Context: an optimization exercise on an open-source flow, tuned for small area, a short achievable clock period and few clock cycles per item. The choices shown serve that exercise and are no tape-out recipe. Only simulation tests tie the RTL to the original design; equivalence was not proved.

==> inputs of build 98 <==
Design poly_horner_seq, start of the top module:
module poly_horner_seq (
    input  logic               clk,
    input  logic               rst,
    input  logic               coeff_we,
    input  logic [3:0]         coeff_addr,
    input  logic signed [15:0] coeff_wdata,
    input  logic signed [15:0] x,
    input  logic               start,
    output logic               busy,
    output logic               done,
    output logic signed [31:0] sum,
    output logic               ovf
);
clock: 9.0 ns
lec_check: 0
abc_area: 1
cap_margin: 20
core_margin: 2
core_utilization: 40
setup_slack_margin: 3.7
slew_margin: 20
synth_hierarchical: 1
synth_minimum_keep_size: 0
run.sh (not shown) runs the stock make flow with config.mk's settings and CLKGATE_MAP_FILE= SYNTH_SCRIPT=/design/flow/synth_recipe.tcl, a recipe that flattens the netlist after the stock synthesis.
==> inputs of trial 39, as changes to build 98 <==
--- a/flow/design.v
+++ b/flow/design.v
@@ -1794,18 +1794,16 @@
             r_busy <= 1'b0;
             r_done <= 1'b0;
             r_idx  <= 4'd10;
             r_bone <= '0;
             r_btwo <= '0;
             r_bneg <= '0;
             r_cval <= '0;
-            r_c    <= '0;    
         end else begin
             r_done <= w_last;
-            r_c    <= w_cn;
             if (w_wr) r_cval[coeff_addr] <= 1'b1;
             r_idx <= w_idx_n;
             if (w_acc_st) begin
                 r_busy <= 1'b1;
                 r_bone <= w_xone;
                 r_btwo <= w_xtwo;
                 r_bneg <= w_xneg;
@@ -1819,14 +1817,15 @@
             end
         end
     end
     always_ff @(posedge clk) begin
         if (w_wr) r_coeff[coeff_addr] <= coeff_wdata;
     end
     always_ff @(posedge clk) begin
+        r_c     <= w_cn;
         r_ge    <= w_ge;
         r_cneg  <= w_craw[15];
         if (w_acc_st | r_busy) begin
             r_acc <= w_s;
         end
         if (w_acc_st) begin
             r_ovf <= 1'b0;
==> inputs of trial 41, as changes to build 98 <==
--- a/flow/design.v
+++ b/flow/design.v
@@ -1794,18 +1794,16 @@
             r_busy <= 1'b0;
             r_done <= 1'b0;
             r_idx  <= 4'd10;
             r_bone <= '0;
             r_btwo <= '0;
             r_bneg <= '0;
             r_cval <= '0;
-            r_c    <= '0;    
         end else begin
             r_done <= w_last;
-            r_c    <= w_cn;
             if (w_wr) r_cval[coeff_addr] <= 1'b1;
             r_idx <= w_idx_n;
             if (w_acc_st) begin
                 r_busy <= 1'b1;
                 r_bone <= w_xone;
                 r_btwo <= w_xtwo;
                 r_bneg <= w_xneg;
@@ -1819,14 +1817,15 @@
             end
         end
     end
     always_ff @(posedge clk) begin
         if (w_wr) r_coeff[coeff_addr] <= coeff_wdata;
     end
     always_ff @(posedge clk) begin
+        r_c     <= w_cn;
         r_ge    <= w_ge;
         r_cneg  <= w_craw[15];
         if (w_acc_st | r_busy) begin
             r_acc <= w_s;
         end
         if (w_acc_st) begin
             r_ovf <= 1'b0;
--- a/flow/config.mk
+++ b/flow/config.mk
@@ -5,11 +5,11 @@
 export SDC_FILE = /design/flow/constraint.sdc
 export NUM_CORES = 4
 export LEC_CHECK = 0
 export ABC_AREA = 1
 export CAP_MARGIN = 20
 export CORE_MARGIN = 2
 export CORE_UTILIZATION = 40
-export SETUP_SLACK_MARGIN = 3.7
+export SETUP_SLACK_MARGIN = 4.3
 export SLEW_MARGIN = 20
 export SYNTH_HIERARCHICAL = 1
 export SYNTH_MINIMUM_KEEP_SIZE = 0
==> impl_results.rst <==
.. list-table::
   :header-rows: 1

   * - Metric
     - Value
   * - Top cell type's share of synthesized area
     - 0.2716
   * - Adder-cell share of the synthesized area
     - 0.2617
   * - Total nets after synthesis
     - 2689
   * - Detailed-routed wire length on met3
     - 6714 um
   * - Worst stage delay on the critical path
     - 610 ps
   * - Unrepaired setup endpoints after global routing
     - yes
   * - Number of clock buffers inserted by TritonCTS
     - 31
   * - CP Capture Point
     - r_acc[30]$_DFFE_PP_
   * - Data required time of the critical path
     - 9350 ps
   * - Routability cong.
     - 0.8932
   * - Setup slack on the worst flop-to-flop path
     - 4090 ps
   * - Final core area utilization
     - 0.5047
   * - Combined global-route utilization of all metal layers
     - 0.2377
   * - Status
     - finished clean
(the above is from trial 41)
==> impl_results.rst <==
.. list-table::
   :header-rows: 1

   * - Metric
     - Value
   * - Status
     - finished clean
   * - Data required time of the critical path
     - 9470 ps
   * - Adder-cell share of the synthesized area
     - 0.2614
   * - Final core area utilization
     - 0.4645
   * - Number of clock buffers inserted by TritonCTS
     - 31
   * - Unrepaired setup endpoints after global routing
     - no
   * - Total nets after synthesis
     - 2683
   * - Routability cong.
     - 0.8736
   * - Setup slack on the worst flop-to-flop path
     - 3900 ps
   * - CP Capture Point
     - r_ovf$_SDFFE_PP0P_
   * - Top cell type's share of synthesized area
     - 0.2718
   * - Worst stage delay on the critical path
     - 570 ps
   * - Final Instance Area
     - 0.02629 sq mm
   * - Met2 Routed Length
     - 32390 um
   * - Clock buffers
     - 39
   * - Upper clock frequency limit
     - 196.2 MHz
   * - Clk latency of the worst-skew pair
     - 600 ps
(the above is from build 98)
==> impl_results.rst <==
.. list-table::
   :header-rows: 1

   * - Metric
     - Value
   * - Status
     - finished clean
   * - Summed negative setup slack over all endpoints
     - 0 ps
   * - Unrepaired setup endpoints after global routing
     - yes
   * - Most common cell after layout, fill and taps aside
     - nand2_1
   * - Final core area utilization
     - 0.4642
   * - Adder-cell share of the synthesized area
     - 0.2617
   * - CP Capture Point
     - ovf
   * - Worst stage delay on the critical path
     - 610 ps
   * - Total nets after synthesis
     - 2689
   * - Combined global-route utilization of all metal layers
     - 0.2272
   * - Clock slew at the register clock pins of the worst setup and hold paths
     - 70 ps
   * - Xor-xnor portion of the synthesized cell area
     - 0.1173
   * - Detailed-routed wire length on met3
     - 5648 um
   * - Number of nets in the finished design
     - 2749
   * - Number of clock buffers inserted by TritonCTS
     - 30
   * - Top cell type's share of synthesized area
     - 0.2716
(the above is from trial 39)
Testbench counts of build 98, summed over its fixed seeds: cycles 14,440, evals 1,280.
Testbench counts of trial 39, summed over its fixed seeds: cycles 14,440, evals 1,280.
Testbench counts of trial 41, summed over its fixed seeds: cycles 14,440, evals 1,280.

-- re-timing with driven ports --
The flow's constraints put no driver on any port. The routed layouts listed below were extracted and timed again, unchanged, in two steps.
Step 1 sets driving cells, clkbuf_16 on the clock port and buf_2 on the other inputs (assumed; they add their load-dependent delay and slew).
Step 2 also shifts input and output timing later by t, the mid clock arrival at the registers, as if the neighbouring blocks saw the same clock.
Slacks: ideal ports / drivers / drivers and shift; pairs: ideal ports / drivers.
run	shift t [ns]	setup WS [ns]	worst setup path after step 2	slew at the worst register clock pin (ns)
build 98	0.641	3.902 / 3.857 / 3.902	register to register	0.07 / 0.07
trial 39	0.653	3.874 / 3.816 / 3.910	input to register	0.07 / 0.07
trial 41	0.665	4.091 / 4.091 / 3.932	input to register	0.08 / 0.08
After both steps setup and hold are still met in every run listed. For trial 41, which loses most, drivers alone change the setup slack by 0.000 ns; drivers and shift together by -0.159 ns.
